From an optimization exercise on the open Yosys and OpenROAD flow, aimed at small area; shortcuts taken in it are not production practice. Where RTL was checked, it was by simulation tests only, not by an equivalence proof against the original.

==> inputs of run a <==
==> flow/design.v (excerpt) <==
module wb_regfile #(
    parameter int unsigned DATA_W = 32,
    parameter int unsigned ADDR_W = 5,
    parameter int unsigned CNT_W  = 16
) (
    input  logic              clk,
    input  logic              rst,
    input  logic [1:0]        in_WB,
    input  logic [DATA_W-1:0] in_red,
    input  logic [DATA_W-1:0] in_res,
    input  logic [ADDR_W-1:0] in_mux,
    input  logic [ADDR_W-1:0] rs_addr,
    input  logic [ADDR_W-1:0] rt_addr,
    output logic [DATA_W-1:0] rs_data,
    output logic [DATA_W-1:0] rt_data,
    output logic [DATA_W-1:0] wb_data,
    output logic              wb_we,
    output logic [CNT_W-1:0]  commit_count
);
    logic [DATA_W-1:0][31:1] regs;
    logic [DATA_W-1:0][31:1] regs_d;
    logic [CNT_W-1:0]  count_q;
    logic              wr_req;
    logic [DATA_W-1:0] din;
    logic [31:1]       en, enb;
    logic [31:1]       sel_s, sel_t;
    logic              byp_s, byp_t;
    always_comb begin
        wb_data = in_WB[0] ? in_red : in_res;
        wr_req  = in_WB[1] & (in_mux != '0);
        wb_we   = wr_req & ~rst;
        din     = wb_data & {DATA_W{~rst}};
    end
    wbrf_wr_dec u_wdec (.wr_addr(in_mux), .wr_req(wr_req), .rst(rst), .en(en), .enb(enb));
    wbrf_rd_dec u_sdec (.addr(rs_addr), .wr_addr(in_mux), .we(wb_we), .sel(sel_s), .byp(byp_s));
    wbrf_rd_dec u_tdec (.addr(rt_addr), .wr_addr(in_mux), .we(wb_we), .sel(sel_t), .byp(byp_t));
    for (genvar b = 0; b < DATA_W; b++) begin : g_bit
        for (genvar i = 1; i < 32; i++) begin : g_reg
            wbrf_ld_bit u_ld (
                .q(regs[b][i]), .d(din[b]), .en(en[i]), .enb(enb[i]), .y(regs_d[b][i])
            );
        end
        wbrf_rd_bit u_rs (
            .q(regs[b]), .sel(sel_s), .byp_val(wb_data[b]), .byp(byp_s), .y(rs_data[b])
        );
        wbrf_rd_bit u_rt (
            .q(regs[b]), .sel(sel_t), .byp_val(wb_data[b]), .byp(byp_t), .y(rt_data[b])
        );
    end
    always_ff @(posedge clk) begin
        regs <= regs_d;
        if (rst) begin
            count_q <= '0;
        end else if (wb_we) begin
            count_q <= count_q + CNT_W'(1);
        end
    end
    assign commit_count = count_q;
endmodule
==> module wbrf_ld_bit, before the edit <==
module wbrf_ld_bit (
    input  logic q,
    input  logic d,
    input  logic en,
    input  logic enb,
    output logic y
);
    assign y = (q & enb) | (d & en);
endmodule
==> module wbrf_aoi22, before the edit <==
module wbrf_aoi22 (
    input  logic [1:0] a,
    input  logic [1:0] b,
    output logic       y
);
    assign y = ~((a[0] & b[0]) | (a[1] & b[1]));
endmodule
==> module wbrf_or11n, before the edit <==
module wbrf_or11n (
    input  logic [10:0] n,
    output logic        y
);
    assign y = ~(&n[3:0]) | ~(&n[7:4]) | ~(&n[10:8]);
endmodule
==> module wbrf_rd_bit, before the edit <==
module wbrf_rd_bit (
    input  logic [31:1] q,
    input  logic [31:1] sel,
    input  logic        byp_val,
    input  logic        byp,
    output logic        y
);
    logic [10:0] n;
    for (genvar g = 0; g < 10; g++) begin : g_t
        wbrf_aoi222 u_t (.a(q[3*g+3:3*g+1]), .b(sel[3*g+3:3*g+1]), .y(n[g]));
    end
    wbrf_aoi22 u_l (.a({byp_val, q[31]}), .b({byp, sel[31]}), .y(n[10]));
    wbrf_or11n u_o (.n(n), .y(y));
endmodule
==> module wbrf_rd_dec, before the edit <==
module wbrf_rd_dec (
    input  logic [4:0]  addr,
    input  logic [4:0]  wr_addr,
    input  logic        we,
    output logic [31:1] sel,
    output logic        byp
);
    always_comb begin
        byp = we & (addr == wr_addr);
        for (int i = 1; i < 32; i++) begin
            sel[i] = ~byp & (addr == 5'(i));
        end
    end
endmodule
==> module wbrf_wr_dec, before the edit <==
module wbrf_wr_dec (
    input  logic [4:0]  wr_addr,
    input  logic        wr_req,
    input  logic        rst,
    output logic [31:1] en,
    output logic [31:1] enb
);
    always_comb begin
        for (int i = 1; i < 32; i++) begin
            en[i]  = rst | (wr_req & (wr_addr == 5'(i)));
            enb[i] = ~en[i];
        end
    end
endmodule
==> module wb_regfile, before the edit <==
module wb_regfile #(
    parameter int unsigned DATA_W = 32,
    parameter int unsigned ADDR_W = 5,
    parameter int unsigned CNT_W  = 16
) (
    input  logic              clk,
    input  logic              rst,
    input  logic [1:0]        in_WB,
    input  logic [DATA_W-1:0] in_red,
    input  logic [DATA_W-1:0] in_res,
    input  logic [ADDR_W-1:0] in_mux,
    input  logic [ADDR_W-1:0] rs_addr,
    input  logic [ADDR_W-1:0] rt_addr,
    output logic [DATA_W-1:0] rs_data,
    output logic [DATA_W-1:0] rt_data,
    output logic [DATA_W-1:0] wb_data,
    output logic              wb_we,
    output logic [CNT_W-1:0]  commit_count
);
    logic [DATA_W-1:0][31:1] regs;
    logic [DATA_W-1:0][31:1] regs_d;
    logic [CNT_W-1:0]  count_q;
    logic              wr_req;
    logic [DATA_W-1:0] din;
    logic [31:1]       en, enb;
    logic [31:1]       sel_s, sel_t;
    logic              byp_s, byp_t;
    always_comb begin
        wb_data = in_WB[0] ? in_red : in_res;
        wr_req  = in_WB[1] & (in_mux != '0);
        wb_we   = wr_req & ~rst;
        din     = wb_data & {DATA_W{~rst}};
    end
    wbrf_wr_dec u_wdec (.wr_addr(in_mux), .wr_req(wr_req), .rst(rst), .en(en), .enb(enb));
    wbrf_rd_dec u_sdec (.addr(rs_addr), .wr_addr(in_mux), .we(wb_we), .sel(sel_s), .byp(byp_s));
    wbrf_rd_dec u_tdec (.addr(rt_addr), .wr_addr(in_mux), .we(wb_we), .sel(sel_t), .byp(byp_t));
    for (genvar b = 0; b < DATA_W; b++) begin : g_bit
        for (genvar i = 1; i < 32; i++) begin : g_reg
            wbrf_ld_bit u_ld (
                .q(regs[b][i]), .d(din[b]), .en(en[i]), .enb(enb[i]), .y(regs_d[b][i])
            );
        end
        wbrf_rd_bit u_rs (
            .q(regs[b]), .sel(sel_s), .byp_val(wb_data[b]), .byp(byp_s), .y(rs_data[b])
        );
        wbrf_rd_bit u_rt (
            .q(regs[b]), .sel(sel_t), .byp_val(wb_data[b]), .byp(byp_t), .y(rt_data[b])
        );
    end
    always_ff @(posedge clk) begin
        regs <= regs_d;
        if (rst) begin
            count_q <= '0;
        end else if (wb_we) begin
            count_q <= count_q + CNT_W'(1);
        end
    end
    assign commit_count = count_q;
endmodule
clock: 7.0 ns
lec_check: 0
cap_margin: 20
core_margin: 2
core_utilization: 50
slew_margin: 20
synth_hierarchical: 1
synth_minimum_keep_size: 0
run.sh (not shown) runs the stock make flow with config.mk's settings and CLKGATE_MAP_FILE= SYNTH_SCRIPT=/design/flow/synth_recipe.tcl, a recipe that flattens the netlist after the stock synthesis.
==> inputs of run b, as changes to run a <==
==> flow/design.v (replaced) <==
module wbrf_ld_bit (
    input  logic q,
    input  logic d,
    input  logic en,
    input  logic hold,
    output logic y
);
    assign y = (q & hold) | (d & en);
endmodule
module wbrf_aoi222 (
    input  logic [2:0] a,
    input  logic [2:0] b,
    output logic       y
);
    assign y = ~((a[0] & b[0]) | (a[1] & b[1]) | (a[2] & b[2]));
endmodule
module wbrf_nand2 (
    input  logic a,
    input  logic b,
    output logic y
);
    assign y = ~(a & b);
endmodule
module wbrf_nand4 (
    input  logic [3:0] a,
    output logic       y
);
    assign y = ~(&a);
endmodule
module wbrf_nand3 (
    input  logic [2:0] a,
    output logic       y
);
    assign y = ~(&a);
endmodule
module wbrf_byp_mux (
    input  logic [2:0] h,
    input  logic       nbyp,
    input  logic       wb,
    input  logic       byp,
    output logic       y
);
    assign y = ((|h) & nbyp) | (wb & byp);
endmodule
module wbrf_and2 (
    input  logic a,
    input  logic b,
    output logic y
);
    assign y = a & b;
endmodule
module wbrf_nor2 (
    input  logic a,
    input  logic b,
    output logic y
);
    assign y = ~(a | b);
endmodule
module wbrf_rd_bit (
    input  logic [31:1] q,
    input  logic [31:1] sel,
    input  logic        wb,
    input  logic        byp,
    input  logic        nbyp,
    output logic        y
);
    logic [10:0] n;
    logic [2:0]  h;
    for (genvar g = 0; g < 10; g++) begin : g_t
        wbrf_aoi222 u_t (.a(q[3*g+3:3*g+1]), .b(sel[3*g+3:3*g+1]), .y(n[g]));
    end
    wbrf_nand2  u_l  (.a(q[31]), .b(sel[31]), .y(n[10]));
    wbrf_nand4  u_h0 (.a(n[3:0]), .y(h[0]));
    wbrf_nand4  u_h1 (.a(n[7:4]), .y(h[1]));
    wbrf_nand3  u_h2 (.a(n[10:8]), .y(h[2]));
    wbrf_byp_mux u_o (.h(h), .nbyp(nbyp), .wb(wb), .byp(byp), .y(y));
endmodule
module wbrf_rd_dec (
    input  logic [4:0]  addr,
    output logic [31:1] sel
);
    logic [3:0] lo;
    logic [7:0] hi;
    always_comb begin
        for (int i = 0; i < 4; i++) lo[i] = (addr[1:0] == 2'(i));
        for (int i = 0; i < 8; i++) hi[i] = (addr[4:2] == 3'(i));
    end
    for (genvar i = 1; i < 32; i++) begin : g_s
        wbrf_and2 u_a (.a(lo[i % 4]), .b(hi[i / 4]), .y(sel[i]));
    end
endmodule
module wbrf_byp (
    input  logic [4:0] addr,
    input  logic [4:0] wr_addr,
    input  logic       we,
    output logic       byp,
    output logic       nbyp
);
    assign byp  = we & (addr == wr_addr);
    assign nbyp = ~byp;
endmodule
module wbrf_wr_dec (
    input  logic [4:0]  wr_addr,
    input  logic        we,
    input  logic        rst,
    output logic [31:1] en,
    output logic [31:1] hold
);
    logic [3:0] lo;
    logic [7:0] hi;
    always_comb begin
        for (int i = 0; i < 4; i++) lo[i] = we & (wr_addr[1:0] == 2'(i));
        for (int i = 0; i < 8; i++) hi[i] = (wr_addr[4:2] == 3'(i));
    end
    for (genvar i = 1; i < 32; i++) begin : g_w
        wbrf_and2 u_a (.a(lo[i % 4]), .b(hi[i / 4]), .y(en[i]));
        wbrf_nor2 u_h (.a(en[i]), .b(rst), .y(hold[i]));
    end
endmodule
module wb_regfile #(
    parameter int unsigned DATA_W = 32,
    parameter int unsigned ADDR_W = 5,
    parameter int unsigned CNT_W  = 16
) (
    input  logic              clk,
    input  logic              rst,
    input  logic [1:0]        in_WB,
    input  logic [DATA_W-1:0] in_red,
    input  logic [DATA_W-1:0] in_res,
    input  logic [ADDR_W-1:0] in_mux,
    input  logic [ADDR_W-1:0] rs_addr,
    input  logic [ADDR_W-1:0] rt_addr,
    output logic [DATA_W-1:0] rs_data,
    output logic [DATA_W-1:0] rt_data,
    output logic [DATA_W-1:0] wb_data,
    output logic              wb_we,
    output logic [CNT_W-1:0]  commit_count
);
    logic [DATA_W-1:0][31:1] regs;
    logic [DATA_W-1:0][31:1] regs_d;
    logic [CNT_W-1:0]        count_q;
    logic [31:1]       en, hold;
    logic [31:1]       sel_s, sel_t;
    logic              byp_s, byp_t, nbyp_s, nbyp_t;
    always_comb begin
        wb_data = in_WB[0] ? in_red : in_res;
        wb_we   = in_WB[1] & (in_mux != '0) & ~rst;
    end
    wbrf_wr_dec u_wdec (.wr_addr(in_mux), .we(wb_we), .rst(rst), .en(en), .hold(hold));
    wbrf_rd_dec u_sdec (.addr(rs_addr), .sel(sel_s));
    wbrf_rd_dec u_tdec (.addr(rt_addr), .sel(sel_t));
    wbrf_byp    u_sbyp (.addr(rs_addr), .wr_addr(in_mux), .we(wb_we), .byp(byp_s), .nbyp(nbyp_s));
    wbrf_byp    u_tbyp (.addr(rt_addr), .wr_addr(in_mux), .we(wb_we), .byp(byp_t), .nbyp(nbyp_t));
    for (genvar b = 0; b < DATA_W; b++) begin : g_bit
        for (genvar i = 1; i < 32; i++) begin : g_reg
            wbrf_ld_bit u_ld (
                .q(regs[b][i]), .d(wb_data[b]), .en(en[i]), .hold(hold[i]), .y(regs_d[b][i])
            );
        end
        wbrf_rd_bit u_rs (
            .q(regs[b]), .sel(sel_s), .wb(wb_data[b]), .byp(byp_s), .nbyp(nbyp_s), .y(rs_data[b])
        );
        wbrf_rd_bit u_rt (
            .q(regs[b]), .sel(sel_t), .wb(wb_data[b]), .byp(byp_t), .nbyp(nbyp_t), .y(rt_data[b])
        );
    end
    always_ff @(posedge clk) begin
        regs <= regs_d;
        if (rst) begin
            count_q <= '0;
        end else if (wb_we) begin
            count_q <= count_q + CNT_W'(1);
        end
    end
    assign commit_count = count_q;
endmodule
==> flow/flow/run.sh (new file) <==
#!/bin/bash
# Own layout flow: the standard flow (standard.sh), with
#  - port buffers of the smallest buffer cell,
#  - a clock tree of clkbuf_8 buffers with sink clusters sized to keep the flip-flop clock slew near 110 ps, and no
#    dummy loads.
# The full output of the ORFS run is in standard.log; each ORFS step also
# writes its own log under orfs/logs/.
set -euo pipefail
cat >> config.mk <<'EOC'
export BUFFER_PORTS_ARGS = -buffer_cell sky130_fd_sc_hd__buf_1
export CTS_ARGS = -sink_clustering_enable -repair_clock_nets -dont_use_dummy_load -buf_list {sky130_fd_sc_hd__clkbuf_8} -sink_clustering_size 16 -sink_clustering_max_diameter 70
EOC
bash standard.sh > standard.log 2>&1
==> flow/standard.sh (new file) <==
#!/bin/bash
# synth_recipe.tcl (not shown) runs the flow's synth.tcl, then flattens the netlist and writes it again
# the make line also repeats each setting of config.mk as NAME=value (left out here)
make -C /OpenROAD-flow-scripts/flow DESIGN_CONFIG=/design/flow/config.mk WORK_HOME=/design/flow/orfs CLKGATE_MAP_FILE= SYNTH_SCRIPT=/design/flow/synth_recipe.tcl "${@:-finish}"
BUFFER_PORTS_ARGS = -buffer_cell sky130_fd_sc_hd__buf_1   (was default)
CAP_MARGIN = 10   (was 20)
CORE_UTILIZATION = 45   (was 50)
CTS_ARGS = -sink_clustering_enable -repair_clock_nets -dont_use_dummy_load -buf_list {sky130_fd_sc_hd__clkbuf_8} -sink_clustering_size 16 -sink_clustering_max_diameter 70   (was default)
SLEW_MARGIN = 10   (was 20)
removed: flow/run.sh
==> results.sh <==
export IMPL_final_cell_mix="dfxtp_1 (1008), a22o_1 (992), a222oi_1 (640), buf_4 (247), clkdlybuf4s50_1 (193)"
export IMPL_fin_ws_ns=-0.137
export IMPL_hold_depth=1
export IMPL_period_share_pct=102
export IMPL_outcome="failed layout checks"
export IMPL_so_violations="negative setup slack"
export IMPL_core_um2=80200
export IMPL_max_slew_margin_pct=11.6
export IMPL_post_place_ws_ns=-0.00126
export IMPL_largest_class="multi-input gates"
export IMPL_finalNonFillerCells=5042
export IMPL_muxShareOfSynthArea_pct=0.957
export IMPL_cts_clk_slew_worst_paths_ns=0.06
export IMPL_setup_violations=17
export IMPL_p_comb_share_pct=13.8
export IMPL_power_density_nw_per_um2=284
export IMPL_n_fill_cell=6295
export IMPL_r2r_start="count_q[2]"
export IMPL_crit_path_end="rs_data[10]"
the above is filed under run a

==> results.sh <==
export IMPL_n_fill_cell=7779
export IMPL_fin_ws_ns=0.493
export IMPL_period_share_pct=93.0
export IMPL_setup_violations=0
export IMPL_final_cell_mix="dfxtp_1 (1008), a22o_1 (992), a222oi_1 (640), nand2_1 (196), buf_1 (193)"
export IMPL_core_um2=86900
export IMPL_p_comb_share_pct=7.8
export IMPL_post_place_ws_ns=0.911
export IMPL_outcome="timing/DRC/antenna clean"
export IMPL_hold_depth=2
the above is filed under run b

For run a, only the layout was checked, not whether the RTL still works.

[separate check: timing with driven ports]
In the flow no input, the clock included, has a driving cell. The finished layouts below were timed again as built, in two steps. Step 1 sets driving cells, clkbuf_16 on the clock port and buf_2 on the other inputs (assumed; they add their load-dependent delay and slew). Step 2, shift: input delay + t, output delay - t, t = (earliest + latest rising clock arrival at the registers) / 2. This alone moves slack from input paths to output paths. a / b / c = no drivers / after step 1 / after step 2; a / b = the first two.
run | t (ns) | slack for setup (ns) | hold slack, ns | worst data-port slew with drivers (ns) | pins driven straight from the clock port
run a | 0.760 | -0.137 / -0.160 / -0.160 | 0.510 / 0.510 / 0.510 | 0.10 | 1
run b | 0.801 | 0.493 / 0.459 / 0.459 | 0.499 / 0.499 / 0.499 | 0.04 | 1
The setup slack of run b, which loses most, moves by -0.034 ns with the drivers and by -0.034 ns with both steps.
